From an optimization exercise on the open Yosys and OpenROAD flow, aimed at small area, a short achievable clock period and few clock cycles per item; shortcuts taken in it are not production practice.
In this exercise RTL edits were held to simulation tests only and were not proved equivalent to the original.

## design/flow/flow/run.sh

```bash
#!/bin/bash
# Standard ORFS flow, with one netlist clean-up between synthesis and floorplan:
# flow/fapol.py removes inverters around full-adder cells (logic unchanged).
set -euo pipefail
R=orfs/results/sky130hd/hb_interp2/base
bash standard.sh synth > synth.log 2>&1
cp $R/1_2_yosys.v $R/1_2_yosys.std.v
python3 flow/fapol.py $R/1_2_yosys.std.v $R/1_2_yosys.v > fapol.log 2>&1
touch $R/1_2_yosys.v
bash standard.sh finish > finish.log 2>&1
```

## design/flow/flow/fapol.py

```python
#!/usr/bin/env python3
"""Inverter clean-up around full adders in a mapped sky130 netlist.

A full adder is self-dual: FA(~a, ~b, ~c) = (~sum, ~cout). Yosys' adder extraction often
leaves inverters on the inputs and outputs of fa cells. This script gives each fa cell a
flag 'flipped' (its pins then carry the complements of the original values), chooses the
flags greedily to need as few inverters as possible, and rewrites the netlist with the
inverters that are then needed. The logic function of the module is unchanged.
Usage: fapol.py IN.v OUT.v"""
import re, sys
from collections import defaultdict

src = open(sys.argv[1]).read()
inst_re = re.compile(r'^(\s*)(sky130_fd_sc_hd__\w+)\s+(\S+)\s*\((.*?)\);\n', re.S | re.M)
pin_re = re.compile(r'\.(\w+)\(\s*(.*?)\s*\)\s*(?:,|$)', re.S)

insts = []
for m in inst_re.finditer(src):
    pins = [(p, n.strip()) for p, n in pin_re.findall(m.group(4))]
    insts.append(dict(start=m.start(), end=m.end(), cell=m.group(2), name=m.group(3), pins=pins))

OUT_PINS = {"X", "Y", "Q", "Q_N", "SUM", "COUT", "HI", "LO"}
def is_inv(c): return re.match(r"sky130_fd_sc_hd__(clk)?inv_\d+$", c) is not None
def is_fa(c): return re.match(r"sky130_fd_sc_hd__fa_\d+$", c) is not None

driver = {}
loads = defaultdict(list)   # net -> [(inst index, pin)]
for i, it in enumerate(insts):
    for p, n in it["pins"]:
        if p in OUT_PINS: driver[n] = (i, p)
        else: loads[n].append((i, p))

# nets used outside cell pins (ports, assigns) are left as they are
port_nets = set()
hdr = src[:insts[0]["start"]] if insts else src
for m in re.finditer(r'^\s*(input|output)\s+(?:\[(\d+):(\d+)\]\s*)?(\S+?);', src, re.M):
    nm = m.group(4)
    if m.group(2):
        for b in range(int(m.group(3)), int(m.group(2)) + 1):
            port_nets.add(f"{nm}[{b}]")
    port_nets.add(nm)

inv_idx = [i for i, it in enumerate(insts) if it["cell"] == "sky130_fd_sc_hd__inv_1"]
fa_idx = [i for i, it in enumerate(insts) if is_fa(it["cell"])]

# managed inverters: inv_1 whose output is not a port net
managed = set()
for i in inv_idx:
    pins = dict(insts[i]["pins"])
    if pins["Y"] in port_nets or pins["A"] in port_nets and False:
        continue
    managed.add(i)

def base_of(net):
    """follow managed inverters back: returns (base net, parity)"""
    k = 0
    seen = 0
    while net in driver and driver[net][0] in managed and seen < 8:
        net = dict(insts[driver[net][0]]["pins"])["A"]
        k ^= 1; seen += 1
    return net, k

# consumers: every non-managed-inverter input pin; record its base and parity
cons = []   # (inst, pin, base, parity)
for i, it in enumerate(insts):
    if i in managed: continue
    for p, n in it["pins"]:
        if p in OUT_PINS: continue
        b, k = base_of(n)
        cons.append((i, p, b, k))
# port outputs driven through managed inverters also count as consumers
for n in port_nets:
    if n in driver and driver[n][0] in managed:
        pass  # excluded above (managed excludes inverters driving ports)

fa_set = set(fa_idx)
flip = defaultdict(int)
def drv_flip(b):
    d = driver.get(b)
    return flip[d[0]] if d and d[0] in fa_set else 0
by_base = defaultdict(list)
for c in cons: by_base[c[2]].append(c)
def need(c):
    i, p, b, k = c
    return k ^ drv_flip(b) ^ (flip[i] if i in fa_set else 0)
def base_cost(b):
    s = set(need(c) for c in by_base[b])
    return 1 if 1 in s else 0
# bases touched by an fa (as driver or consumer)
fa_bases = defaultdict(set)
for c in cons:
    if c[0] in fa_set: fa_bases[c[0]].add(c[2])
for i in fa_idx:
    for p, n in insts[i]["pins"]:
        if p in OUT_PINS: fa_bases[i].add(n)

before = sum(base_cost(b) for b in by_base)
import random
def total(): return sum(base_cost(b) for b in by_base)
best = (before, {i: 0 for i in fa_idx})
for seed in range(40):
    rnd = random.Random(seed)
    for i in fa_idx: flip[i] = rnd.randint(0, 1) if seed else 0
    for it_ in range(40):
        changed = 0
        order = fa_idx[:]; rnd.shuffle(order)
        for i in order:
            bs = fa_bases[i]
            c0 = sum(base_cost(b) for b in bs)
            flip[i] ^= 1
            c1 = sum(base_cost(b) for b in bs)
            if c1 < c0: changed += 1
            elif c1 == c0 and rnd.random() < 0.3: pass
            else: flip[i] ^= 1
        if not changed and it_ > 5: break
    t = total()
    if t < best[0]: best = (t, {i: flip[i] for i in fa_idx})
for i in fa_idx: flip[i] = best[1][i]
after = sum(base_cost(b) for b in by_base)
sys.stderr.write(f"fapol: {len(managed)} inverters managed; needed before {before}, after {after}; "
                 f"{sum(flip.values())} of {len(fa_idx)} fa flipped\n")

# rewrite: drop managed inverters, reconnect consumers to base or to a new inverter
newinv = {}
new_wires = []
def inv_of(b):
    if b not in newinv:
        w = f"_fapol_{len(newinv)}_"
        newinv[b] = w
        new_wires.append(w)
    return newinv[b]
repl = {}   # (inst, pin) -> net
for c in cons:
    i, p, b, k = c
    repl[(i, p)] = inv_of(b) if need(c) else b

def esc(n):
    return n + " " if n.startswith("\\") else n
out = []
pos = 0
for i, it in enumerate(insts):
    out.append(src[pos:it["start"]])
    pos = it["end"]
    if i in managed:
        continue
    pins = []
    for p, n in it["pins"]:
        pins.append((p, repl.get((i, p), n)))
    body = ",\n".join(f"    .{p}({esc(n)})" for p, n in pins)
    out.append(f"  {it['cell']} {it['name']} (\n{body}\n  );\n")
rest = src[pos:]
# new inverters before endmodule
invs = "".join(f"  sky130_fd_sc_hd__inv_1 _fapol_inv_{j}_ (\n    .A({esc(b)}),\n    .Y({w})\n  );\n"
               for j, (b, w) in enumerate(newinv.items()))
rest = rest.replace("endmodule", invs + "endmodule", 1)
text = "".join(out) + rest
# declare new wires after the module header's first wire declaration
decl = "".join(f"  wire {w};\n" for w in new_wires)
text = re.sub(r'(\n\s*wire )', "\n" + decl.rstrip("\n") + r'\1', text, count=1)
open(sys.argv[2], "w").write(text)
```

## design/flow/standard.sh

```bash
#!/bin/bash
# synth_recipe.tcl (not shown) runs the flow's synth.tcl, then flattens the netlist and writes it again
# the make line also repeats each setting of config.mk as NAME=value (left out here)
make -C /OpenROAD-flow-scripts/flow DESIGN_CONFIG=/design/flow/config.mk WORK_HOME=/design/flow/orfs CLKGATE_MAP_FILE= SYNTH_SCRIPT=/design/flow/synth_recipe.tcl "${@:-finish}"
```

## design/flow/config.mk

```make
export PLATFORM = sky130hd
export DESIGN_NAME = hb_interp2
export DESIGN_NICKNAME = hb_interp2
export VERILOG_FILES = /design/flow/design.v
export SDC_FILE = /design/flow/constraint.sdc
export NUM_CORES = 4
export LEC_CHECK = 0
export CAP_MARGIN = 20
export CORE_MARGIN = 2
export CORE_UTILIZATION = 65
export CTS_CLUSTER_DIAMETER = 100
export CTS_CLUSTER_SIZE = 30
export PLACE_DENSITY = 0.75
export SETUP_SLACK_MARGIN = 2.6
export SLEW_MARGIN = 20
```

## design/flow/constraint.sdc

```tcl
create_clock -name core_clock -period 6.0 [get_ports {clk}]
set_input_delay 1.2000 -clock core_clock [delete_from_list [all_inputs] [get_ports {clk}]]
set_output_delay 1.2000 -clock core_clock [all_outputs]
set_load 0.01 [all_outputs]
```

## design/flow/design.v

```verilog
module hb_interp2 #(
    parameter int unsigned DW   = 16,
    parameter int unsigned ACCW = 36
) (
    input  logic                 clk,
    input  logic                 reset,
    input  logic signed [DW-1:0] x_in,
    input  logic                 x_in_valid,
    output logic                 x_in_ready,
    output logic signed [DW-1:0] y_out,
    output logic                 y_out_valid
);
    logic ph, ph_a, ph_b, ph_c, sa, sb, nsa, nsb, v1, v2, v3, v4, v5, v6, yv;
    logic [7:0] xr, xrn;
    logic [7:0] ra[14], rb[14];
    logic [7:0] pa[14];
    logic [10:0] q0;
    logic [8:0] q1;
    logic [8:0] q2;
    logic [8:0] q3;
    logic [8:0] q4;
    logic [8:0] q5;
    logic [11:0] q6;
    logic [8:0] s0, s1, s2, s3, s4, s5, s6;
    logic [23:0] ta, tb, tc, za, zb, z;
    logic [17:0] zr;
    logic [15:0] o3, y, bsel, asat;
    logic acc;
    assign x_in_ready  = ph;
    assign y_out       = y;
    assign y_out_valid = yv;
    assign acc         = x_in_valid & ph;
    always_ff @(posedge clk or posedge reset) begin
        if (reset) begin
            ph <= 1'b0; ph_a <= 1'b0; ph_b <= 1'b0; ph_c <= 1'b0;
            sa <= 1'b0; sb <= 1'b0; nsa <= 1'b1; nsb <= 1'b1;
            v1 <= 1'b0; v2 <= 1'b0; v3 <= 1'b0;
            v4 <= 1'b0; v5 <= 1'b0; v6 <= 1'b0; yv <= 1'b0;
        end else begin
            ph <= ~ph; ph_a <= ~ph_a; ph_b <= ~ph_b; ph_c <= ~ph_c;
            sa <= acc;
            sb <= ~acc;
            nsa <= ~acc;
            nsb <= acc;
            v1 <= sa; v2 <= v1; v3 <= v2; v4 <= v3; v5 <= v4; v6 <= v5;
            yv <= v5 | v6;
        end
    end
    always_ff @(posedge clk) begin
        xr  <= x_in[7:0];
        xrn <= ~x_in[15:8];
        ra[0] <= ~(({8{sa}} & xr) | ({8{sb}} & rb[0]));
        rb[0] <= ~(({8{nsa}} | xrn) & ({8{nsb}} | ra[0]));
        for (int k = 1; k < 14; k++) begin
            ra[k] <= ~(({8{sa}} & rb[k-1]) | ({8{sb}} & rb[k]));
            rb[k] <= ~(({8{nsa}} | ra[k-1]) & ({8{nsb}} | ra[k]));
        end
    end
    always_comb begin
        for (int k = 0; k < 14; k++) pa[k] = {ra[k][7] ^ ~ph_a, ra[k][6:0]};
        s0 = {1'b0, pa[0]} + {1'b0, pa[13]};
        s1 = {1'b0, pa[1]} + {1'b0, pa[12]};
        s2 = {1'b0, pa[2]} + {1'b0, pa[11]};
        s3 = {1'b0, pa[3]} + {1'b0, pa[10]};
        s4 = {1'b0, pa[4]} + {1'b0, pa[9]};
        s5 = {1'b0, pa[5]} + {1'b0, pa[8]};
        s6 = {1'b0, pa[6]} + {1'b0, pa[7]};
    end
    always_ff @(posedge clk) begin
        q0 <= {2'b0, s0} + {s0, 1'b0};
        q1 <= s1;
        q2 <= s2;
        q3 <= s3;
        q4 <= s4;
        q5 <= s5;
        q6 <= {3'b0, s6} + {s6, 2'b0};
    end
    wire ts1, tc2, ts3, tc4, ts5, tc6, ts7, tc8, ts9, tc10, ts11, tc12, tn13, ts14, tc15, tn16;
    wire ts17, tc18, ts19, tc20, ts21, tc22, ts23, tc24, ts25, tc26, ts27, tc28, tn29, ts30, tc31, ts32;
    wire tc33, ts34, tc35, ts36, tc37, tn38, ts39, tc40, tn41, ts42, tc43, tn44, ts45, tc46, tn47, ts48;
    wire tc49, ts50, tc51, ts52, tc53, ts54, tc55, ts56, tc57, ts58, tc59, ts60, tc61, ts62, tc63, ts64;
    wire tc65, tn66, ts67, tc68, ts69, tc70, ts71, tc72, ts73, tc74, ts75, tc76, ts77, tc78, ts79, tc80;
    wire ts81, tc82, ts83, tc84, ts85, tc86, ts87, tc88, ts89, tc90, ts91, tc92, ts93, tc94, ts95, tc96;
    wire ts97, tc98, ts99, tc100, ts101, tc102, ts103, tc104, ts105, tc106, ts107, tc108, ts109, tc110, ts111, tc112;
    wire ts113, tc114, tn115, ts116, tc117, tn118, ts119, tc120, tn121, ts122, tc123, tn124, ts125, tc126, ts127, tc128;
    wire ts129, tc130, ts131, tc132, ts133, tc134, ts135, tc136, ts137, tc138, ts139, tc140, ts141, tc142, ts143, tc144;
    wire ts145, tc146, ts147, tc148, ts149, tc150, ts151, tc152, tn153, ts154, tc155, tn156, ts157, tc158, tn159, ts160;
    wire tc161, ts162, tc163, ts164, tc165, ts166, tc167, ts168, tc169, ts170, tc171, ts172, tc173, ts174, tc175, ts176;
    wire tc177, ts178, tc179, tn180, ts181, tc182, tn183, ts184, tc185, tn186, ts187, tc188, tn189, ts190, tc191, tn192;
    wire ts193, tc194, ts195, tc196, ts197, tc198, ts199, tc200, ts201, tc202, ts203, tc204, ts205, tc206, ts207, tc208;
    wire tn209, ts210, tc211, ts212, tc213, tn214, ts215, tc216, ts217, tc218, ts219, tc220, tn221, ts222, tc223, tn224;
    wire ts225, tc226, tn227, ts228, tc229, ts230, tc231, ts232, tc233, ts234, tc235, ts236, tc237, ts238, tc239, ts240;
    wire tc241, ts242, tc243, tn244, ts245, tc246, ts247, tc248, tn249, ts250, tc251, tn252, ts253, tc254, tn255, ts256;
    wire tc257, tn258, ts259, tc260, tn261, ts262, tc263, ts264, tc265, ts266, tc267, ts268, tc269, ts270, tc271, tn272;
    wire ts273, tc274, ts275, tc276, tn277, ts278, tc279, tn280, ts281, tc282, ts283, tc284, ts285, tc286, ts287, tc288;
    wire ts289, tc290, tn291, ts292, tc293, ts294, tc295, ts296, tc297, ts298, tc299, tn300, ts301, tc302, tn303, ts304;
    wire tc305, tn306, ts307, tc308, ts309, tc310, tn311, ts312, tc313, tn314, ts315, tc316, tn317, ts318, tc319, ts320;
    wire tc321, ts322, tc323, ts324, tc325, ts326, tc327, ts328, tc329, ts330, tc331, tn332, ts333, tc334, ts335, tc336;
    wire tn337, ts338, tc339, ts340, tc341, ts342, tc343, ts344, tc345, ts346, tc347, ts348, tc349, tn350, ts351, tc352;
    wire tn353, ts354, tc355, ts356, tc357, tn358, ts359, tc360, tn361, ts362, tc363, ts364, tc365, tn366, ts367, tc368;
    wire tn369, ts370, tc371, tn372, ts373, tc374, ts375, tc376, ts377, tc378, ts379, tc380, tn381, ts382, tc383, tn384;
    wire ts385, tc386, tn387, ts388, tc389, ts390, tc391, tn392, ts393, tc394, ts395, tc396, tn397, ts398, tc399;
    assign ts1 = q0[0] ^ q2[0] ^ q6[0];
    assign tc2 = (q0[0] & q2[0]) | (q0[0] & q6[0]) | (q2[0] & q6[0]);
    assign ts3 = q0[1] ^ q2[1] ^ q6[1];
    assign tc4 = (q0[1] & q2[1]) | (q0[1] & q6[1]) | (q2[1] & q6[1]);
    assign ts5 = q1[1] ^ q3[0] ^ q4[0];
    assign tc6 = (q1[1] & q3[0]) | (q1[1] & q4[0]) | (q3[0] & q4[0]);
    assign ts7 = q5[1] ^ tc2;
    assign tc8 = q5[1] & ~tc2;
    assign ts9 = q0[2] ^ q2[2] ^ q2[0];
    assign tc10 = (q0[2] & q2[2]) | (q0[2] & q2[0]) | (q2[2] & q2[0]);
    assign ts11 = q1[2] ^ q3[1] ^ q4[1];
    assign tc12 = (q1[2] & q3[1]) | (q1[2] & q4[1]) | (q3[1] & q4[1]);
    assign tn13 = ~q6[2];
    assign ts14 = q5[2] ^ tn13 ^ tc6;
    assign tc15 = (q5[2] & tn13) | (q5[2] & tc6) | (tn13 & tc6);
    assign tn16 = ~ts11;
    assign ts17 = tc4 ^ tn16 ^ ts9;
    assign tc18 = (tc4 & tn16) | (tc4 & ts9) | (tn16 & ts9);
    assign ts19 = q0[3] ^ q1[0] ^ q2[3];
    assign tc20 = (q0[3] & q1[0]) | (q0[3] & q2[3]) | (q1[0] & q2[3]);
    assign ts21 = q1[3] ^ q3[2] ^ q3[0];
    assign tc22 = (q1[3] & q3[2]) | (q1[3] & q3[0]) | (q3[2] & q3[0]);
    assign ts23 = q4[2] ^ q4[0] ^ q5[3];
    assign tc24 = (q4[2] & q4[0]) | (q4[2] & q5[3]) | (q4[0] & q5[3]);
    assign ts25 = q2[1] ^ q6[3] ^ tc10;
    assign tc26 = (q2[1] & q6[3]) | (q2[1] & tc10) | (q6[3] & tc10);
    assign ts27 = tc12 ^ ts21 ^ ts23;
    assign tc28 = (tc12 & ts21) | (tc12 & ts23) | (ts21 & ts23);
    assign tn29 = ~tc15;
    assign ts30 = ts19 ^ tn29 ^ ts25;
    assign tc31 = (ts19 & tn29) | (ts19 & ts25) | (tn29 & ts25);
    assign ts32 = q0[4] ^ q1[1] ^ q2[4];
    assign tc33 = (q0[4] & q1[1]) | (q0[4] & q2[4]) | (q1[1] & q2[4]);
    assign ts34 = q1[4] ^ q2[0] ^ q3[3];
    assign tc35 = (q1[4] & q2[0]) | (q1[4] & q3[3]) | (q2[0] & q3[3]);
    assign ts36 = q3[1] ^ q4[3] ^ q4[1];
    assign tc37 = (q3[1] & q4[3]) | (q3[1] & q4[1]) | (q4[3] & q4[1]);
    assign tn38 = ~q2[2];
    assign ts39 = q5[4] ^ q6[0] ^ tn38;
    assign tc40 = (q5[4] & q6[0]) | (q5[4] & tn38) | (q6[0] & tn38);
    assign tn41 = ~q6[4];
    assign ts42 = tn41 ^ tc22 ^ tc24;
    assign tc43 = (tn41 & tc22) | (tn41 & tc24) | (tc22 & tc24);
    assign tn44 = ~tc20;
    assign ts45 = tn44 ^ ts34 ^ ts36;
    assign tc46 = (tn44 & ts34) | (tn44 & ts36) | (ts34 & ts36);
    assign tn47 = ~ts39;
    assign ts48 = ts32 ^ tn47 ^ tc26;
    assign tc49 = (ts32 & tn47) | (ts32 & tc26) | (tn47 & tc26);
    assign ts50 = tc28 ^ ts42 ^ ts45;
    assign tc51 = (tc28 & ts42) | (tc28 & ts45) | (ts42 & ts45);
    assign ts52 = q0[5] ^ q1[2] ^ q2[5];
    assign tc53 = (q0[5] & q1[2]) | (q0[5] & q2[5]) | (q1[2] & q2[5]);
    assign ts54 = q1[5] ^ q1[0] ^ q2[1];
    assign tc55 = (q1[5] & q1[0]) | (q1[5] & q2[1]) | (q1[0] & q2[1]);
    assign ts56 = q3[4] ^ q3[2] ^ q4[4];
    assign tc57 = (q3[4] & q3[2]) | (q3[4] & q4[4]) | (q3[2] & q4[4]);
    assign ts58 = q4[2] ^ q5[5] ^ q6[1];
    assign tc59 = (q4[2] & q5[5]) | (q4[2] & q6[1]) | (q5[5] & q6[1]);
    assign ts60 = q2[3] ^ q6[5] ^ tc33;
    assign tc61 = (q2[3] & q6[5]) | (q2[3] & tc33) | (q6[5] & tc33);
    assign ts62 = tc35 ^ tc37 ^ tc40;
    assign tc63 = (tc35 & tc37) | (tc35 & tc40) | (tc37 & tc40);
    assign ts64 = ts54 ^ ts56 ^ ts58;
    assign tc65 = (ts54 & ts56) | (ts54 & ts58) | (ts56 & ts58);
    assign tn66 = ~tc43;
    assign ts67 = ts52 ^ tn66 ^ ts60;
    assign tc68 = (ts52 & tn66) | (ts52 & ts60) | (tn66 & ts60);
    assign ts69 = tc46 ^ ts62 ^ ts64;
    assign tc70 = (tc46 & ts62) | (tc46 & ts64) | (ts62 & ts64);
    assign ts71 = tc49 ^ tc51;
    assign tc72 = ~tc49 & tc51;
    assign ts73 = q0[6] ^ q1[3] ^ q2[6];
    assign tc74 = (q0[6] & q1[3]) | (q0[6] & q2[6]) | (q1[3] & q2[6]);
    assign ts75 = q2[4] ^ q4[0] ^ q5[0];
    assign tc76 = (q2[4] & q4[0]) | (q2[4] & q5[0]) | (q4[0] & q5[0]);
    assign ts77 = q1[6] ^ q1[1] ^ q2[2];
    assign tc78 = (q1[6] & q1[1]) | (q1[6] & q2[2]) | (q1[1] & q2[2]);
    assign ts79 = q3[5] ^ q3[3] ^ q4[5];
    assign tc80 = (q3[5] & q3[3]) | (q3[5] & q4[5]) | (q3[3] & q4[5]);
    assign ts81 = q4[3] ^ q5[6] ^ q6[2];
    assign tc82 = (q4[3] & q5[6]) | (q4[3] & q6[2]) | (q5[6] & q6[2]);
    assign ts83 = tc55 ^ tc57 ^ tc59;
    assign tc84 = (tc55 & tc57) | (tc55 & tc59) | (tc57 & tc59);
    assign ts85 = q6[6] ^ tc53 ^ ts73;
    assign tc86 = (q6[6] & tc53) | (q6[6] & ts73) | (tc53 & ts73);
    assign ts87 = ts77 ^ ts79 ^ ts81;
    assign tc88 = (ts77 & ts79) | (ts77 & ts81) | (ts79 & ts81);
    assign ts89 = tc63 ^ tc65 ^ ts83;
    assign tc90 = (tc63 & tc65) | (tc63 & ts83) | (tc65 & ts83);
    assign ts91 = ts75 ^ tc61 ^ ts85;
    assign tc92 = (ts75 & tc61) | (ts75 & ts85) | (tc61 & ts85);
    assign ts93 = ts87 ^ tc70 ^ ts89;
    assign tc94 = (ts87 & tc70) | (ts87 & ts89) | (tc70 & ts89);
    assign ts95 = tc68 ^ ts91;
    assign tc96 = tc68 | ts91;
    assign ts97 = q0[7] ^ q1[4] ^ q2[7];
    assign tc98 = (q0[7] & q1[4]) | (q0[7] & q2[7]) | (q1[4] & q2[7]);
    assign ts99 = q2[5] ^ q2[0] ^ q3[0];
    assign tc100 = (q2[5] & q2[0]) | (q2[5] & q3[0]) | (q2[0] & q3[0]);
    assign ts101 = q4[1] ^ q5[1] ^ q6[7];
    assign tc102 = (q4[1] & q5[1]) | (q4[1] & q6[7]) | (q5[1] & q6[7]);
    assign ts103 = q1[7] ^ q1[2] ^ q2[3];
    assign tc104 = (q1[7] & q1[2]) | (q1[7] & q2[3]) | (q1[2] & q2[3]);
    assign ts105 = q3[6] ^ q3[4] ^ q4[6];
    assign tc106 = (q3[6] & q3[4]) | (q3[6] & q4[6]) | (q3[4] & q4[6]);
    assign ts107 = q4[4] ^ q5[7] ^ q6[3];
    assign tc108 = (q4[4] & q5[7]) | (q4[4] & q6[3]) | (q5[7] & q6[3]);
    assign ts109 = tc78 ^ tc80 ^ tc82;
    assign tc110 = (tc78 & tc80) | (tc78 & tc82) | (tc80 & tc82);
    assign ts111 = tc74 ^ tc76 ^ ts97;
    assign tc112 = (tc74 & tc76) | (tc74 & ts97) | (tc76 & ts97);
    assign ts113 = ts103 ^ ts105 ^ ts107;
    assign tc114 = (ts103 & ts105) | (ts103 & ts107) | (ts105 & ts107);
    assign tn115 = ~tc84;
    assign ts116 = ts99 ^ ts101 ^ tn115;
    assign tc117 = (ts99 & ts101) | (ts99 & tn115) | (ts101 & tn115);
    assign tn118 = ~tc86;
    assign ts119 = tc88 ^ ts109 ^ tn118;
    assign tc120 = (tc88 & ts109) | (tc88 & tn118) | (ts109 & tn118);
    assign tn121 = ~ts111;
    assign ts122 = ts113 ^ tn121 ^ tc90;
    assign tc123 = (ts113 & tn121) | (ts113 & tc90) | (tn121 & tc90);
    assign tn124 = ~ts119;
    assign ts125 = ts116 ^ tc92 ^ tn124;
    assign tc126 = (ts116 & tc92) | (ts116 & tn124) | (tc92 & tn124);
    assign ts127 = tc96 ^ tc94;
    assign tc128 = ~tc96 & tc94;
    assign ts129 = q0[8] ^ q1[5] ^ q2[8];
    assign tc130 = (q0[8] & q1[5]) | (q0[8] & q2[8]) | (q1[5] & q2[8]);
    assign ts131 = q2[6] ^ q2[1] ^ q3[1];
    assign tc132 = (q2[6] & q2[1]) | (q2[6] & q3[1]) | (q2[1] & q3[1]);
    assign ts133 = q4[2] ^ q5[2] ^ q5[0];
    assign tc134 = (q4[2] & q5[2]) | (q4[2] & q5[0]) | (q5[2] & q5[0]);
    assign ts135 = q1[8] ^ q1[3] ^ q2[4];
    assign tc136 = (q1[8] & q1[3]) | (q1[8] & q2[4]) | (q1[3] & q2[4]);
    assign ts137 = q3[7] ^ q3[5] ^ q4[7];
    assign tc138 = (q3[7] & q3[5]) | (q3[7] & q4[7]) | (q3[5] & q4[7]);
    assign ts139 = q4[5] ^ q5[8] ^ q6[4];
    assign tc140 = (q4[5] & q5[8]) | (q4[5] & q6[4]) | (q5[8] & q6[4]);
    assign ts141 = q6[8] ^ tc98 ^ tc100;
    assign tc142 = (q6[8] & tc98) | (q6[8] & tc100) | (tc98 & tc100);
    assign ts143 = tc104 ^ tc106 ^ tc108;
    assign tc144 = (tc104 & tc106) | (tc104 & tc108) | (tc106 & tc108);
    assign ts145 = tc102 ^ ts129 ^ ts131;
    assign tc146 = (tc102 & ts129) | (tc102 & ts131) | (ts129 & ts131);
    assign ts147 = ts135 ^ ts137 ^ ts139;
    assign tc148 = (ts135 & ts137) | (ts135 & ts139) | (ts137 & ts139);
    assign ts149 = ts133 ^ tc112 ^ ts141;
    assign tc150 = (ts133 & tc112) | (ts133 & ts141) | (tc112 & ts141);
    assign ts151 = tc110 ^ tc114 ^ ts143;
    assign tc152 = (tc110 & tc114) | (tc110 & ts143) | (tc114 & ts143);
    assign tn153 = ~ts147;
    assign ts154 = tn153 ^ ts145 ^ tc117;
    assign tc155 = (tn153 & ts145) | (tn153 & tc117) | (ts145 & tc117);
    assign tn156 = ~ts149;
    assign ts157 = tc120 ^ ts151 ^ tn156;
    assign tc158 = (tc120 & ts151) | (tc120 & tn156) | (ts151 & tn156);
    assign tn159 = ~tc123;
    assign ts160 = tn159 ^ ts154 ^ tc126;
    assign tc161 = (tn159 & ts154) | (tn159 & tc126) | (ts154 & tc126);
    assign ts162 = q0[9] ^ q1[6] ^ q2[7];
    assign tc163 = (q0[9] & q1[6]) | (q0[9] & q2[7]) | (q1[6] & q2[7]);
    assign ts164 = q2[2] ^ q3[2] ^ q4[3];
    assign tc165 = (q2[2] & q3[2]) | (q2[2] & q4[3]) | (q3[2] & q4[3]);
    assign ts166 = q5[3] ^ q5[1] ^ q6[9];
    assign tc167 = (q5[3] & q5[1]) | (q5[3] & q6[9]) | (q5[1] & q6[9]);
    assign ts168 = q1[4] ^ q2[5] ^ q3[8];
    assign tc169 = (q1[4] & q2[5]) | (q1[4] & q3[8]) | (q2[5] & q3[8]);
    assign ts170 = q3[6] ^ q3[0] ^ q4[8];
    assign tc171 = (q3[6] & q3[0]) | (q3[6] & q4[8]) | (q3[0] & q4[8]);
    assign ts172 = tc130 ^ tc132 ^ tc134;
    assign tc173 = (tc130 & tc132) | (tc130 & tc134) | (tc132 & tc134);
    assign ts174 = q4[6] ^ q6[5] ^ tc136;
    assign tc175 = (q4[6] & q6[5]) | (q4[6] & tc136) | (q6[5] & tc136);
    assign ts176 = ts162 ^ ts164 ^ ts166;
    assign tc177 = (ts162 & ts164) | (ts162 & ts166) | (ts164 & ts166);
    assign ts178 = tc138 ^ tc140 ^ ts168;
    assign tc179 = (tc138 & tc140) | (tc138 & ts168) | (tc140 & ts168);
    assign tn180 = ~tc142;
    assign ts181 = ts170 ^ tc144 ^ tn180;
    assign tc182 = (ts170 & tc144) | (ts170 & tn180) | (tc144 & tn180);
    assign tn183 = ~tc146;
    assign ts184 = tc148 ^ ts174 ^ tn183;
    assign tc185 = (tc148 & ts174) | (tc148 & tn183) | (ts174 & tn183);
    assign tn186 = ~ts178;
    assign ts187 = ts172 ^ tn186 ^ ts176;
    assign tc188 = (ts172 & tn186) | (ts172 & ts176) | (tn186 & ts176);
    assign tn189 = ~tc150;
    assign ts190 = tc152 ^ tn189 ^ ts181;
    assign tc191 = (tc152 & tn189) | (tc152 & ts181) | (tn189 & ts181);
    assign tn192 = ~ts184;
    assign ts193 = tn192 ^ ts187 ^ tc155;
    assign tc194 = (tn192 & ts187) | (tn192 & tc155) | (ts187 & tc155);
    assign ts195 = tc158 ^ ts190;
    assign tc196 = tc158 & ts190;
    assign ts197 = q0[10] ^ q1[7] ^ q2[8];
    assign tc198 = (q0[10] & q1[7]) | (q0[10] & q2[8]) | (q1[7] & q2[8]);
    assign ts199 = q2[3] ^ q3[3] ^ q4[4];
    assign tc200 = (q2[3] & q3[3]) | (q2[3] & q4[4]) | (q3[3] & q4[4]);
    assign ts201 = q4[0] ^ q5[4] ^ q5[2];
    assign tc202 = (q4[0] & q5[4]) | (q4[0] & q5[2]) | (q5[4] & q5[2]);
    assign ts203 = q1[5] ^ q2[6] ^ q3[7];
    assign tc204 = (q1[5] & q2[6]) | (q1[5] & q3[7]) | (q2[6] & q3[7]);
    assign ts205 = q3[1] ^ q4[7] ^ q6[6];
    assign tc206 = (q3[1] & q4[7]) | (q3[1] & q6[6]) | (q4[7] & q6[6]);
    assign ts207 = q5[0] ^ q6[10] ^ tc163;
    assign tc208 = (q5[0] & q6[10]) | (q5[0] & tc163) | (q6[10] & tc163);
    assign tn209 = ~tc165;
    assign ts210 = tc169 ^ tc171 ^ tn209;
    assign tc211 = (tc169 & tc171) | (tc169 & tn209) | (tc171 & tn209);
    assign ts212 = tc167 ^ ts197 ^ ts199;
    assign tc213 = (tc167 & ts197) | (tc167 & ts199) | (ts197 & ts199);
    assign tn214 = ~ts201;
    assign ts215 = ts203 ^ ts205 ^ tn214;
    assign tc216 = (ts203 & ts205) | (ts203 & tn214) | (ts205 & tn214);
    assign ts217 = tc173 ^ tc177 ^ ts207;
    assign tc218 = (tc173 & tc177) | (tc173 & ts207) | (tc177 & ts207);
    assign ts219 = tc175 ^ tc179 ^ ts210;
    assign tc220 = (tc175 & tc179) | (tc175 & ts210) | (tc179 & ts210);
    assign tn221 = ~ts212;
    assign ts222 = tn221 ^ ts215 ^ tc182;
    assign tc223 = (tn221 & ts215) | (tn221 & tc182) | (ts215 & tc182);
    assign tn224 = ~ts217;
    assign ts225 = tc185 ^ tn224 ^ ts219;
    assign tc226 = (tc185 & tn224) | (tc185 & ts219) | (tn224 & ts219);
    assign tn227 = ~tc188;
    assign ts228 = tn227 ^ tc191 ^ ts222;
    assign tc229 = (tn227 & tc191) | (tn227 & ts222) | (tc191 & ts222);
    assign ts230 = ts225 ^ tc196;
    assign tc231 = ts225 & tc196;
    assign ts232 = q1[8] ^ q2[4] ^ q3[4];
    assign tc233 = (q1[8] & q2[4]) | (q1[8] & q3[4]) | (q2[4] & q3[4]);
    assign ts234 = q4[5] ^ q4[1] ^ q5[5];
    assign tc235 = (q4[5] & q4[1]) | (q4[5] & q5[5]) | (q4[1] & q5[5]);
    assign ts236 = q5[3] ^ q5[1] ^ q6[11];
    assign tc237 = (q5[3] & q5[1]) | (q5[3] & q6[11]) | (q5[1] & q6[11]);
    assign ts238 = q1[6] ^ q2[7] ^ q3[8];
    assign tc239 = (q1[6] & q2[7]) | (q1[6] & q3[8]) | (q2[7] & q3[8]);
    assign ts240 = q3[2] ^ q4[8] ^ q6[7];
    assign tc241 = (q3[2] & q4[8]) | (q3[2] & q6[7]) | (q4[8] & q6[7]);
    assign ts242 = q6[0] ^ tc198 ^ tc200;
    assign tc243 = (q6[0] & tc198) | (q6[0] & tc200) | (tc198 & tc200);
    assign tn244 = ~tc202;
    assign ts245 = tc204 ^ tc206 ^ tn244;
    assign tc246 = (tc204 & tc206) | (tc204 & tn244) | (tc206 & tn244);
    assign ts247 = ts232 ^ ts234 ^ ts236;
    assign tc248 = (ts232 & ts234) | (ts232 & ts236) | (ts234 & ts236);
    assign tn249 = ~tc208;
    assign ts250 = ts238 ^ ts240 ^ tn249;
    assign tc251 = (ts238 & ts240) | (ts238 & tn249) | (ts240 & tn249);
    assign tn252 = ~tc211;
    assign ts253 = tn252 ^ tc213 ^ ts242;
    assign tc254 = (tn252 & tc213) | (tn252 & ts242) | (tc213 & ts242);
    assign tn255 = ~ts247;
    assign ts256 = tc216 ^ ts245 ^ tn255;
    assign tc257 = (tc216 & ts245) | (tc216 & tn255) | (ts245 & tn255);
    assign tn258 = ~tc218;
    assign ts259 = tn258 ^ tc220 ^ ts250;
    assign tc260 = (tn258 & tc220) | (tn258 & ts250) | (tc220 & ts250);
    assign tn261 = ~ts253;
    assign ts262 = tn261 ^ ts256 ^ tc223;
    assign tc263 = (tn261 & ts256) | (tn261 & tc223) | (ts256 & tc223);
    assign ts264 = tc226 ^ ts259 ^ tc229;
    assign tc265 = (tc226 & ts259) | (tc226 & tc229) | (ts259 & tc229);
    assign ts266 = q2[5] ^ q3[5] ^ q4[6];
    assign tc267 = (q2[5] & q3[5]) | (q2[5] & q4[6]) | (q3[5] & q4[6]);
    assign ts268 = q4[2] ^ q5[6] ^ q5[4];
    assign tc269 = (q4[2] & q5[6]) | (q4[2] & q5[4]) | (q5[6] & q5[4]);
    assign ts270 = q1[7] ^ q2[8] ^ q3[3];
    assign tc271 = (q1[7] & q2[8]) | (q1[7] & q3[3]) | (q2[8] & q3[3]);
    assign tn272 = ~q5[2];
    assign ts273 = q5[0] ^ q6[8] ^ tn272;
    assign tc274 = (q5[0] & q6[8]) | (q5[0] & tn272) | (q6[8] & tn272);
    assign ts275 = q6[1] ^ tc233 ^ tc235;
    assign tc276 = (q6[1] & tc233) | (q6[1] & tc235) | (tc233 & tc235);
    assign tn277 = ~tc237;
    assign ts278 = tc239 ^ tc241 ^ tn277;
    assign tc279 = (tc239 & tc241) | (tc239 & tn277) | (tc241 & tn277);
    assign tn280 = ~ts270;
    assign ts281 = tn280 ^ ts266 ^ ts268;
    assign tc282 = (tn280 & ts266) | (tn280 & ts268) | (ts266 & ts268);
    assign ts283 = tc243 ^ tc248 ^ ts275;
    assign tc284 = (tc243 & tc248) | (tc243 & ts275) | (tc248 & ts275);
    assign ts285 = ts273 ^ tc246 ^ ts278;
    assign tc286 = (ts273 & tc246) | (ts273 & ts278) | (tc246 & ts278);
    assign ts287 = ts281 ^ tc254 ^ ts283;
    assign tc288 = (ts281 & tc254) | (ts281 & ts283) | (tc254 & ts283);
    assign ts289 = tc251 ^ tc257 ^ ts285;
    assign tc290 = (tc251 & tc257) | (tc251 & ts285) | (tc257 & ts285);
    assign tn291 = ~ts287;
    assign ts292 = tc260 ^ tn291 ^ ts289;
    assign tc293 = (tc260 & tn291) | (tc260 & ts289) | (tn291 & ts289);
    assign ts294 = q2[6] ^ q3[6] ^ q4[7];
    assign tc295 = (q2[6] & q3[6]) | (q2[6] & q4[7]) | (q3[6] & q4[7]);
    assign ts296 = q4[3] ^ q5[7] ^ q5[5];
    assign tc297 = (q4[3] & q5[7]) | (q4[3] & q5[5]) | (q5[7] & q5[5]);
    assign ts298 = q1[8] ^ q3[4] ^ q5[1];
    assign tc299 = (q1[8] & q3[4]) | (q1[8] & q5[1]) | (q3[4] & q5[1]);
    assign tn300 = ~q6[9];
    assign ts301 = tn300 ^ q5[3] ^ q6[2];
    assign tc302 = (tn300 & q5[3]) | (tn300 & q6[2]) | (q5[3] & q6[2]);
    assign tn303 = ~tc271;
    assign ts304 = tn303 ^ tc267 ^ tc269;
    assign tc305 = (tn303 & tc267) | (tn303 & tc269) | (tc267 & tc269);
    assign tn306 = ~ts294;
    assign ts307 = tc274 ^ ts298 ^ tn306;
    assign tc308 = (tc274 & ts298) | (tc274 & tn306) | (ts298 & tn306);
    assign ts309 = ts296 ^ ts301 ^ tc276;
    assign tc310 = (ts296 & ts301) | (ts296 & tc276) | (ts301 & tc276);
    assign tn311 = ~tc279;
    assign ts312 = tn311 ^ tc282 ^ ts304;
    assign tc313 = (tn311 & tc282) | (tn311 & ts304) | (tc282 & ts304);
    assign tn314 = ~ts307;
    assign ts315 = tn314 ^ tc284 ^ ts309;
    assign tc316 = (tn314 & tc284) | (tn314 & ts309) | (tc284 & ts309);
    assign tn317 = ~tc286;
    assign ts318 = tn317 ^ ts312 ^ tc288;
    assign tc319 = (tn317 & ts312) | (tn317 & tc288) | (ts312 & tc288);
    assign ts320 = tc290 ^ ts315;
    assign tc321 = tc290 & ~ts315;
    assign ts322 = q2[7] ^ q3[7] ^ q4[8];
    assign tc323 = (q2[7] & q3[7]) | (q2[7] & q4[8]) | (q3[7] & q4[8]);
    assign ts324 = q4[4] ^ q5[8] ^ q5[6];
    assign tc325 = (q4[4] & q5[8]) | (q4[4] & q5[6]) | (q5[8] & q5[6]);
    assign ts326 = q3[5] ^ q5[2] ^ q6[10];
    assign tc327 = (q3[5] & q5[2]) | (q3[5] & q6[10]) | (q5[2] & q6[10]);
    assign ts328 = q5[4] ^ q6[3] ^ tc295;
    assign tc329 = (q5[4] & q6[3]) | (q5[4] & tc295) | (q6[3] & tc295);
    assign ts330 = tc297 ^ tc302 ^ ts322;
    assign tc331 = (tc297 & tc302) | (tc297 & ts322) | (tc302 & ts322);
    assign tn332 = ~ts324;
    assign ts333 = tc299 ^ ts326 ^ tn332;
    assign tc334 = (tc299 & ts326) | (tc299 & tn332) | (ts326 & tn332);
    assign ts335 = tc305 ^ ts328 ^ ts330;
    assign tc336 = (tc305 & ts328) | (tc305 & ts330) | (ts328 & ts330);
    assign tn337 = ~tc310;
    assign ts338 = tc308 ^ ts333 ^ tn337;
    assign tc339 = (tc308 & ts333) | (tc308 & tn337) | (ts333 & tn337);
    assign ts340 = tc313 ^ ts335 ^ tc316;
    assign tc341 = (tc313 & ts335) | (tc313 & tc316) | (ts335 & tc316);
    assign ts342 = ts338 ^ tc321;
    assign tc343 = ts338 & tc321;
    assign ts344 = q2[8] ^ q3[8] ^ q4[5];
    assign tc345 = (q2[8] & q3[8]) | (q2[8] & q4[5]) | (q3[8] & q4[5]);
    assign ts346 = q5[7] ^ q5[5] ^ q6[4];
    assign tc347 = (q5[7] & q5[5]) | (q5[7] & q6[4]) | (q5[5] & q6[4]);
    assign ts348 = q3[6] ^ q5[3] ^ q6[11];
    assign tc349 = (q3[6] & q5[3]) | (q3[6] & q6[11]) | (q5[3] & q6[11]);
    assign tn350 = ~tc327;
    assign ts351 = tn350 ^ tc323 ^ tc325;
    assign tc352 = (tn350 & tc323) | (tn350 & tc325) | (tc323 & tc325);
    assign tn353 = ~ts348;
    assign ts354 = tn353 ^ ts344 ^ ts346;
    assign tc355 = (tn353 & ts344) | (tn353 & ts346) | (ts344 & ts346);
    assign ts356 = tc329 ^ tc331 ^ ts351;
    assign tc357 = (tc329 & tc331) | (tc329 & ts351) | (tc331 & ts351);
    assign tn358 = ~tc334;
    assign ts359 = tn358 ^ ts354 ^ tc336;
    assign tc360 = (tn358 & ts354) | (tn358 & tc336) | (ts354 & tc336);
    assign tn361 = ~tc339;
    assign ts362 = ts356 ^ tn361 ^ ts359;
    assign tc363 = (ts356 & tn361) | (ts356 & ts359) | (tn361 & ts359);
    assign ts364 = q4[6] ^ q5[8] ^ q5[6];
    assign tc365 = (q4[6] & q5[8]) | (q4[6] & q5[6]) | (q5[8] & q5[6]);
    assign tn366 = ~q6[5];
    assign ts367 = q3[7] ^ q5[4] ^ tn366;
    assign tc368 = (q3[7] & q5[4]) | (q3[7] & tn366) | (q5[4] & tn366);
    assign tn369 = ~tc349;
    assign ts370 = tn369 ^ tc345 ^ tc347;
    assign tc371 = (tn369 & tc345) | (tn369 & tc347) | (tc345 & tc347);
    assign tn372 = ~ts367;
    assign ts373 = ts364 ^ tn372 ^ tc352;
    assign tc374 = (ts364 & tn372) | (ts364 & tc352) | (tn372 & tc352);
    assign ts375 = tc355 ^ ts370 ^ tc357;
    assign tc376 = (tc355 & ts370) | (tc355 & tc357) | (ts370 & tc357);
    assign ts377 = ts373 ^ tc360;
    assign tc378 = ts373 | tc360;
    assign ts379 = q4[7] ^ q5[7] ^ q6[6];
    assign tc380 = (q4[7] & q5[7]) | (q4[7] & q6[6]) | (q5[7] & q6[6]);
    assign tn381 = ~tc365;
    assign ts382 = q3[8] ^ q5[5] ^ tn381;
    assign tc383 = (q3[8] & q5[5]) | (q3[8] & tn381) | (q5[5] & tn381);
    assign tn384 = ~tc368;
    assign ts385 = tn384 ^ ts379 ^ tc371;
    assign tc386 = (tn384 & ts379) | (tn384 & tc371) | (ts379 & tc371);
    assign tn387 = ~ts382;
    assign ts388 = tn387 ^ tc374 ^ ts385;
    assign tc389 = (tn387 & tc374) | (tn387 & ts385) | (tc374 & ts385);
    assign ts390 = q4[8] ^ q5[8] ^ q6[7];
    assign tc391 = (q4[8] & q5[8]) | (q4[8] & q6[7]) | (q5[8] & q6[7]);
    assign tn392 = ~q5[6];
    assign ts393 = tn392 ^ tc380 ^ ts390;
    assign tc394 = (tn392 & tc380) | (tn392 & ts390) | (tc380 & ts390);
    assign ts395 = tc383 ^ ts393;
    assign tc396 = tc383 & ~ts393;
    assign tn397 = ~q5[7];
    assign ts398 = tn397 ^ q6[8] ^ tc391;
    assign tc399 = (tn397 & q6[8]) | (tn397 & tc391) | (q6[8] & tc391);
    always_ff @(posedge clk) begin
        ta <= {1'b1, q6[11], q6[10], q5[8], tc394, tc386, tc376, ts375, tc341, tc319, ts318, tc263, ts262, tc194, ts193, ts157, ts122, tc72, ts67, tc31, tc18, tc8, ts5, q1[0]};
        tb <= {1'b1, 1'b1, 1'b1, q6[9], tc396, tc389, tc378, tc363, tc343, ts340, tc293, tc265, tc231, ts228, tc161, tc128, ts125, ts93, ts69, ts48, ts27, ts14, ts3, q5[0]};
        tc <= {1'b1, 1'b1, 1'b1, tc399, ts398, ts395, ts388, ts377, ts362, ts342, ts320, ts292, ts264, ts230, ts195, ts160, ts127, ts95, ts71, ts50, ts30, ts17, ts7, ts1};
    end
    assign o3 = ph_b ? 16'h2f91 : zr[17:2];
    wire un1, us2, uc3, un4, us5, uc6, us7, uc8, un9, us10, uc11, un12, us13, uc14, un15, us16;
    wire uc17, un18, us19, uc20, un21, us22, uc23, un24, us25, uc26, un27, us28, uc29, un30, us31, uc32;
    wire us33, uc34, un35, us36, uc37, un38, us39, uc40, un41, us42, uc43, un44, us45, uc46, un47, us48;
    wire uc49, un50, us51, uc52, un53, us54, uc55, un56, us57, uc58, un59, us60, uc61, us62, uc63, us64;
    wire uc65, us66, uc67, us68, uc69, un70, us71, uc72, un73, us74, uc75, un76, us77, uc78, un79, us80;
    wire uc81, un82, us83, uc84, un85, us86, uc87, un88, us89, uc90, us91, uc92, us93, uc94, us95, uc96;
    wire us97, uc98, us99, uc100, us101, uc102, un103, us104, uc105, un106, us107, uc108, us109, uc110, us111, uc112;
    wire us113, uc114;
    assign un1 = ~tc[0];
    assign us2 = ta[0] ^ tb[0] ^ un1;
    assign uc3 = (ta[0] & tb[0]) | (ta[0] & un1) | (tb[0] & un1);
    assign un4 = ~ta[1];
    assign us5 = un4 ^ tb[1] ^ tc[1];
    assign uc6 = (un4 & tb[1]) | (un4 & tc[1]) | (tb[1] & tc[1]);
    assign us7 = o3[1] ^ uc3;
    assign uc8 = o3[1] & uc3;
    assign un9 = ~tc[2];
    assign us10 = ta[2] ^ tb[2] ^ un9;
    assign uc11 = (ta[2] & tb[2]) | (ta[2] & un9) | (tb[2] & un9);
    assign un12 = ~uc6;
    assign us13 = o3[2] ^ un12 ^ us10;
    assign uc14 = (o3[2] & un12) | (o3[2] & us10) | (un12 & us10);
    assign un15 = ~tb[3];
    assign us16 = un15 ^ ta[3] ^ tc[3];
    assign uc17 = (un15 & ta[3]) | (un15 & tc[3]) | (ta[3] & tc[3]);
    assign un18 = ~us16;
    assign us19 = o3[3] ^ uc11 ^ un18;
    assign uc20 = (o3[3] & uc11) | (o3[3] & un18) | (uc11 & un18);
    assign un21 = ~tc[4];
    assign us22 = un21 ^ ta[4] ^ tb[4];
    assign uc23 = (un21 & ta[4]) | (un21 & tb[4]) | (ta[4] & tb[4]);
    assign un24 = ~o3[4];
    assign us25 = un24 ^ uc17 ^ us22;
    assign uc26 = (un24 & uc17) | (un24 & us22) | (uc17 & us22);
    assign un27 = ~tb[5];
    assign us28 = un27 ^ ta[5] ^ tc[5];
    assign uc29 = (un27 & ta[5]) | (un27 & tc[5]) | (ta[5] & tc[5]);
    assign un30 = ~o3[5];
    assign us31 = un30 ^ uc23 ^ us28;
    assign uc32 = (un30 & uc23) | (un30 & us28) | (uc23 & us28);
    assign us33 = ta[6] ^ tb[6] ^ tc[6];
    assign uc34 = (ta[6] & tb[6]) | (ta[6] & tc[6]) | (tb[6] & tc[6]);
    assign un35 = ~uc29;
    assign us36 = o3[6] ^ un35 ^ us33;
    assign uc37 = (o3[6] & un35) | (o3[6] & us33) | (un35 & us33);
    assign un38 = ~ta[7];
    assign us39 = un38 ^ tb[7] ^ tc[7];
    assign uc40 = (un38 & tb[7]) | (un38 & tc[7]) | (tb[7] & tc[7]);
    assign un41 = ~us39;
    assign us42 = uc34 ^ o3[7] ^ un41;
    assign uc43 = (uc34 & o3[7]) | (uc34 & un41) | (o3[7] & un41);
    assign un44 = ~tc[8];
    assign us45 = ta[8] ^ tb[8] ^ un44;
    assign uc46 = (ta[8] & tb[8]) | (ta[8] & un44) | (tb[8] & un44);
    assign un47 = ~uc40;
    assign us48 = o3[8] ^ un47 ^ us45;
    assign uc49 = (o3[8] & un47) | (o3[8] & us45) | (un47 & us45);
    assign un50 = ~tc[9];
    assign us51 = un50 ^ ta[9] ^ tb[9];
    assign uc52 = (un50 & ta[9]) | (un50 & tb[9]) | (ta[9] & tb[9]);
    assign un53 = ~us51;
    assign us54 = o3[9] ^ uc46 ^ un53;
    assign uc55 = (o3[9] & uc46) | (o3[9] & un53) | (uc46 & un53);
    assign un56 = ~ta[10];
    assign us57 = tb[10] ^ tc[10] ^ un56;
    assign uc58 = (tb[10] & tc[10]) | (tb[10] & un56) | (tc[10] & un56);
    assign un59 = ~uc52;
    assign us60 = o3[10] ^ un59 ^ us57;
    assign uc61 = (o3[10] & un59) | (o3[10] & us57) | (un59 & us57);
    assign us62 = ta[11] ^ tb[11] ^ tc[11];
    assign uc63 = (ta[11] & tb[11]) | (ta[11] & tc[11]) | (tb[11] & tc[11]);
    assign us64 = o3[11] ^ uc58 ^ us62;
    assign uc65 = (o3[11] & uc58) | (o3[11] & us62) | (uc58 & us62);
    assign us66 = ta[12] ^ tb[12] ^ tc[12];
    assign uc67 = (ta[12] & tb[12]) | (ta[12] & tc[12]) | (tb[12] & tc[12]);
    assign us68 = uc63 ^ o3[12] ^ us66;
    assign uc69 = (uc63 & o3[12]) | (uc63 & us66) | (o3[12] & us66);
    assign un70 = ~tb[13];
    assign us71 = un70 ^ ta[13] ^ tc[13];
    assign uc72 = (un70 & ta[13]) | (un70 & tc[13]) | (ta[13] & tc[13]);
    assign un73 = ~us71;
    assign us74 = uc67 ^ o3[13] ^ un73;
    assign uc75 = (uc67 & o3[13]) | (uc67 & un73) | (o3[13] & un73);
    assign un76 = ~tc[14];
    assign us77 = un76 ^ ta[14] ^ tb[14];
    assign uc78 = (un76 & ta[14]) | (un76 & tb[14]) | (ta[14] & tb[14]);
    assign un79 = ~o3[14];
    assign us80 = un79 ^ uc72 ^ us77;
    assign uc81 = (un79 & uc72) | (un79 & us77) | (uc72 & us77);
    assign un82 = ~tb[15];
    assign us83 = un82 ^ ta[15] ^ tc[15];
    assign uc84 = (un82 & ta[15]) | (un82 & tc[15]) | (ta[15] & tc[15]);
    assign un85 = ~o3[15];
    assign us86 = un85 ^ uc78 ^ us83;
    assign uc87 = (un85 & uc78) | (un85 & us83) | (uc78 & us83);
    assign un88 = ~tc[16];
    assign us89 = un88 ^ ta[16] ^ tb[16];
    assign uc90 = (un88 & ta[16]) | (un88 & tb[16]) | (ta[16] & tb[16]);
    assign us91 = uc84 ^ us89;
    assign uc92 = uc84 | us89;
    assign us93 = 1'b0 ^ ta[17] ^ tb[17];
    assign uc94 = (1'b0 & ta[17]) | (1'b0 & tb[17]) | (ta[17] & tb[17]);
    assign us95 = tc[17] ^ uc90 ^ us93;
    assign uc96 = (tc[17] & uc90) | (tc[17] & us93) | (uc90 & us93);
    assign us97 = ta[18] ^ tb[18] ^ tc[18];
    assign uc98 = (ta[18] & tb[18]) | (ta[18] & tc[18]) | (tb[18] & tc[18]);
    assign us99 = uc94 ^ us97;
    assign uc100 = uc94 | us97;
    assign us101 = 1'b0 ^ ta[19] ^ tc[19];
    assign uc102 = (1'b0 & ta[19]) | (1'b0 & tc[19]) | (ta[19] & tc[19]);
    assign un103 = ~tb[19];
    assign us104 = un103 ^ uc98 ^ us101;
    assign uc105 = (un103 & uc98) | (un103 & us101) | (uc98 & us101);
    assign un106 = ~ta[20];
    assign us107 = un106 ^ tb[20] ^ tc[20];
    assign uc108 = (un106 & tb[20]) | (un106 & tc[20]) | (tb[20] & tc[20]);
    assign us109 = uc102 ^ us107;
    assign uc110 = uc102 | us107;
    assign us111 = ta[21] ^ uc108;
    assign uc112 = ta[21] | uc108;
    assign us113 = ta[22] ^ ph_b;
    assign uc114 = ~ta[22] & ph_b;
    assign za = {~ph_b, ~uc112, ~uc110, ~uc105, ~uc100, ~uc96, ~uc92, ~uc87, ~uc81, uc75, uc69, uc65, uc61, uc55, uc49, uc43, uc37, ~uc32, ~uc26, uc20, uc14, uc8, ~us5, o3[0]};
    assign zb = {uc114, ~us113, us111, us109, ~us104, us99, ~us95, us91, ~us86, ~us80, us74, us68, us64, us60, us54, us48, us42, us36, ~us31, ~us25, us19, us13, us7, us2};
    assign z = za + zb;
    always_ff @(posedge clk) begin
        zr <= z[23:6];
    end
    always_comb begin
        if (zr[16] != zr[15]) asat = zr[16] ? 16'h8000 : 16'h7fff;
        else                  asat = zr[15:0];
        if (v2 & v4)      bsel = {~ra[8], rb[8]};
        else if (v2 | v4) bsel = {~ra[7], rb[7]};
        else              bsel = {~ra[6], rb[6]};
    end
    always_ff @(posedge clk) begin
        y <= ph_c ? asat : bsel;
    end
endmodule
```

==> results of run 1 <==
==> stage by stage <==
step / std cells / hold slack (ns)
after CTS: 2042 / 0.375
after floorplan: 1658 / 0.331
after global placement: 2016 / 0.333
final: 2044 / 0.369
after detailed placement: 2016 / 0.343
after global routing: 2044 / 0.388
==> routing by layer <==
layer	up-vias	track usage [%]	routed length, µm
met3	80	3.57	2010
met5	-	0	0
met4	0	9.26	1540
met1	6333	42.6	20200
li1	5654	-	-
met2	322	54.6	24500
==> registers in the layout, indices dropped and copies added, names as in the netlist, 8 cells and up <==
name,cells
xr,8
tb,21
ra,112
zr,18
tc,21
q0,11
q1,9
q4,9
xrn,8
q2,9
q6,12
rb,112
ta,23
q3,9
y,16
q5,9
==> worst reg2reg max path, stage by stage, from the launching register on <==
cell	delay [ns]
dfxtp_2	0.35
inv_1	0.07
fa_1	0.53
inv_2	0.05
fa_1	0.44
ha_1	0.31
o21ai_2	0.06
or3_1	0.39
o21ba_4	0.25
o21ai_4	0.20
a32oi_4	0.09
o21a_1	0.24
a311oi_1	0.26
==> path summary, 6_finish.rpt <==
kind / endpoint / slack, ns / cells after the start
max: zr[17]$_DFF_P_ / 2.67 / 12
min: v4$_DFF_PP0_ / 0.37 / 0
max reg2reg: zr[17]$_DFF_P_ / 2.67 / 12
min reg2reg: v4$_DFF_PP0_ / 0.37 / 0
max in group asynchronous: sb$_DFF_PP0_ / 4.33 / 2
min in group asynchronous: v2$_DFF_PP0_ / 1.09 / 2
==> final cells by class <==
cell class / instances / area share (%)
sequential: 422 / 41.2
inverter: 142 / 2.57
multi-input combinational: 1023 / 49.4
clock inverter: 3 / 0.181
timing repair buffer: 41 / 1.92
tap: 390 / 2.35
clock buffer: 23 / 2.36
==> repair_timing <==
item	4_1_cts	5_1_grt
pin swaps	0	10
setup buffers	0	2
endpoints found under the setup margin	2	10
gates resized for setup	3	28
==> results.sh, run 1 <==
export IMPL_status="finished clean"
export IMPL_crit_type="flop to flop"
export IMPL_core_area_mm2=0.0296
export IMPL_seqCellArea_mm2=0.00855
export IMPL_fin_ws_ns=2.67
export IMPL_wl_mm=48.3
export IMPL_drcViolationCount=0
export IMPL_syn_inst=1658
export IMPL_cts_hold_buf=0
export IMPL_mostFrequentLayoutCells="dfxtp_1 (399), fa_1 (204), inv_1 (141)"
export IMPL_dp_hpwl_mm=37.0
export IMPL_clock_path_buffers=3
export IMPL_die_y_um=177
export IMPL_ios=37
export IMPL_final_util_pct=70.2
export IMPL_syn_area_per_cell_um2=11.7
export IMPL_cp_slowest_cell="fa_1"
export IMPL_drive_gt1_share_pct=4.78
export IMPL_finalMaxSlewViolations=0
export IMPL_final_common_cell="dfxtp_1"
export IMPL_num_antenna_cells=0
export IMPL_grt_max_degree=113
export IMPL_tns_ns=0
export IMPL_antenna_left=0
export IMPL_synth_fp_nets=1996
export IMPL_dieArea_mm2=0.0314
export IMPL_cp_required_ns=6.44
export IMPL_grt_pass1_vias=12846
export IMPL_crit_path_end_kind="flop"
export IMPL_clock_latency_ns=0.54
export IMPL_hold_start="v3$_DFF_PP0_"
export IMPL_vias=12389
export IMPL_arrival_ns=3.77
export IMPL_cpPeakStageDelay_ns=0.53
export IMPL_crit_start="tb[3]$_DFF_P_"
export IMPL_initial_utilization_pct=65.9
export IMPL_place_gp_congestion=0.934
export IMPL_numCtsBuffers=18
export IMPL_finalSetupViolCount=0
export IMPL_track_usage_pct=31.7
export IMPL_rsz0062_at_grt="true"
export IMPL_cts_num_sinks=422
export IMPL_fin_crit_sh_pct=55.5
export IMPL_drtIter0Drc=1052
export IMPL_htreeDepth=1
export IMPL_fillerInstances=2140
export IMPL_fin_area_mm2=0.0208
export IMPL_crit_path_cell_trace="inv_1 > fa_1 > inv_2 > fa_1 > ha_1 > o21ai_2 > or3_1 > o21ba_4 > o21ai_4 > a32oi_4 > o21a_1 > a311oi_1"
export IMPL_rows=63
export IMPL_cts_tree="done"
export IMPL_path_clk_slew_ns=0.11
export IMPL_cp_num_buf_inv=2
export IMPL_die_x_um=177
export IMPL_maxSlewHeadroom_pct=23.7
export IMPL_final_nets=1986
export IMPL_finalCriticalPeriod_ns=3.33
export IMPL_path_common_cell="fa_1"
export IMPL_timing_fmax_ghz=0.300
export IMPL_hold_path_class="flop to flop"
export IMPL_netlist_area_mm2=0.0195
export IMPL_place_area_mm2=0.0201
export IMPL_cts_root_buf="clkbuf_16"
export IMPL_hold_violations=0
export IMPL_skew_ns=0.0248
export IMPL_tightest_slew_ns=1.14
export IMPL_crit_path_start_kind="flop"
export IMPL_area_delta_synth_final_pct=6.61
export IMPL_cp_max_fo=6
export IMPL_grt_antenna_before_repair=0
export IMPL_numPortBuffers=36
export IMPL_dpl_worst_slack_ns=2.57
export IMPL_post_drt_wl_per_cell_um=23.6
export IMPL_dr_pass1_iters=5
export IMPL_gr_total_overflow=0
export IMPL_grt_pass1_wl_mm=74.6
export IMPL_drv_cap=0
export IMPL_multi_input_area_mm2=0.0103
export IMPL_viasPerCell=6.06
export IMPL_crit_family="adder cells"
export IMPL_yosysWarningCount=4
export IMPL_regToRegStartpoint="tb[3]$_DFF_P_"
Testbench counts, summed over its fixed seeds: cycles 4,144, samples 2,048.
==> run 2, diff against run 1 <==
--- a/design/flow/config.mk
+++ b/design/flow/config.mk
@@ -11,5 +11,5 @@
 export CTS_CLUSTER_DIAMETER = 100
 export CTS_CLUSTER_SIZE = 30
 export PLACE_DENSITY = 0.75
-export SETUP_SLACK_MARGIN = 2.6
+export SETUP_SLACK_MARGIN = 3.0
 export SLEW_MARGIN = 20
==> results.sh, run 2 <==
export IMPL_hold_worst_slack_ns=0.364
export IMPL_syn_area_per_cell_um2=11.7
export IMPL_skew_ns=0.0422
export IMPL_gr_total_overflow=0
export IMPL_yosysWarningCount=4
export IMPL_status="finished clean"
export IMPL_drive_gt1_share_pct=14.6
export IMPL_dp_hpwl_mm=36.1
export IMPL_numPortBuffers=36
export IMPL_arrival_ns=3.70
export IMPL_finalSetupViolCount=0
export IMPL_tns_ns=0
export IMPL_finalMaxSlewViolations=0
export IMPL_holdPathStages=0
export IMPL_timing_fmax_ghz=0.312
export IMPL_grt_pass1_wl_mm=73.5
export IMPL_die_x_um=177
export IMPL_crit_path_start_kind="flop"
export IMPL_fin_ws_ns=2.79
export IMPL_antenna_left=0
export IMPL_synth_fp_nets=1996
export IMPL_cp_max_fo=4
export IMPL_track_usage_pct=31.1
export IMPL_rsz0062_at_grt="true"
export IMPL_crit_type="flop to flop"
export IMPL_cts_root_buf="clkbuf_16"
export IMPL_final_nets=2026
export IMPL_rows=63
export IMPL_num_antenna_cells=0
export IMPL_area_delta_synth_final_pct=11.1
export IMPL_crit_path_end_kind="flop"
export IMPL_dr_pass1_iters=5
export IMPL_viasPerCell=6.03
export IMPL_fin_crit_sh_pct=53.4
export IMPL_clock_path_buffers=3
export IMPL_wl_mm=48.4
export IMPL_netlist_area_mm2=0.0195
export IMPL_cp_required_ns=6.49
export IMPL_grt_pass1_vias=12891
export IMPL_post_drt_wl_per_cell_um=23.2
export IMPL_mostFrequentLayoutCells="dfxtp_1 (352), fa_1 (174), inv_1 (136)"
export IMPL_ios=37
export IMPL_fillerInstances=2105
export IMPL_reg2reg_depth=11
export IMPL_tightest_slew_ns=1.16
export IMPL_drcViolationCount=0
export IMPL_grt_antenna_before_repair=0
export IMPL_clock_latency_ns=0.57
export IMPL_htreeDepth=1
export IMPL_vias=12565
export IMPL_hold_violations=0
export IMPL_numCtsBuffers=18
export IMPL_place_gp_congestion=0.942
export IMPL_drv_cap=0
export IMPL_core_area_mm2=0.0296
export IMPL_cts_tree="done"
export IMPL_cts_hold_buf=0
export IMPL_multi_input_area_mm2=0.0107
export IMPL_maxSlewHeadroom_pct=22.8
export IMPL_path_clk_slew_ns=0.11
export IMPL_syn_inst=1658
export IMPL_drtIter0Drc=990
export IMPL_seqCellArea_mm2=0.00867
export IMPL_final_util_pct=73.2
export IMPL_cts_num_sinks=422
export IMPL_hold_path_class="flop to flop"
export IMPL_dieArea_mm2=0.0314
export IMPL_finalCriticalPeriod_ns=3.21
export IMPL_die_y_um=177
export IMPL_initial_utilization_pct=65.9
export IMPL_top_regs="ra: 112 flops, rb: 112 flops, ta: 23 flops"
export IMPL_grt_max_degree=113
export IMPL_dpl_worst_slack_ns=2.61
export IMPL_final_common_cell="dfxtp_1"
==> run 2: path summary, 6_finish.rpt <==
kind / from / slack [ns] / endpoint
setup / recovery: tb[6]$_DFF_P_ / 2.79 / zr[15]$_DFF_P_
max in group asynchronous: reset / 4.32 / ph_b$_DFF_PP0_
min in group asynchronous: reset / 1.08 / v6$_DFF_PP0_
hold / removal: v1$_DFF_PP0_ / 0.36 / v2$_DFF_PP0_
hold reg to reg: v1$_DFF_PP0_ / 0.36 / v2$_DFF_PP0_
setup reg to reg: tb[6]$_DFF_P_ / 2.79 / zr[15]$_DFF_P_
==> run 2: worst max-delay path: stages, from the launching register on <==
cell and delay [ns]:
dfxtp_1 0.43, fa_1 0.49, fa_1 0.52, ha_4 0.31, nand2_2 0.06, or3_4 0.37
o21ba_4 0.24, o21ai_4 0.15, a32oi_2 0.09, buf_4 0.17, o211ai_1 0.16, and3_1 0.17
==> run 2: cell type report <==
class / instances / area share [%]
Multi-Input combinational cell: 1023 / 49.3
Sequential cell: 422 / 40.1
Timing Repair Buffer: 81 / 3.38
Inverter: 142 / 2.46
Tap cell: 390 / 2.26
Clock buffer: 22 / 2.20
Clock inverter: 4 / 0.283
==> run 2: routing by layer <==
metal  up-vias  part of all wire, %  GRT usage [%]
li1       5749                    -              -
met1      6392                   42           41.1
met2       345                   50           54.4
met3        79                  4.3           3.57
met4         0                  3.3           8.75
met5         -                    0              0
==> run 2: repair_timing <==
action | CTS | global route
setup buffers | 21 | 20
hold endpoints to repair | 0 | 0
setup endpoints to repair | 35 | 29
pin swaps | 39 | 53
resized for setup | 108 | 80
==> run 2: metrics by stage <==
stage / instances / cell area [µm²]
after floorplan: 1658 / 19500
after global placement: 2017 / 20100
after detailed placement: 2017 / 20100
after CTS: 2064 / 21100
after global routing: 2084 / 21600
final: 2084 / 21600

afterwards: timing with drivers on the ports:
No port has a modelled driver above. Below, the same layouts with a new extraction and two added sets of constraints.
Step 1 (the two cells are an assumption about what drives the block):
set clk [get_ports {clk}]
set_driving_cell -lib_cell sky130_fd_sc_hd__clkbuf_16 $clk
set_driving_cell -lib_cell sky130_fd_sc_hd__buf_2 [delete_from_list [all_inputs] $clk]
Step 2 times the ports against the registers' clock, not the clock port: input delays grow and output delays shrink by t, the midpoint of the rising clock arrivals with the driver on.
Three values: ideal, step 1, step 2; two values: the first two.
| run | shift t [ns] | slack for setup (ns) | worst setup path at the end |
|---|---|---|---|
| run 1 | 0.585 | 2.672 / 2.672 / 2.672 | register to register |
| run 2 | 0.603 | 2.794 / 2.794 / 2.794 | register to register |
After both steps setup and hold are still met in every run listed.
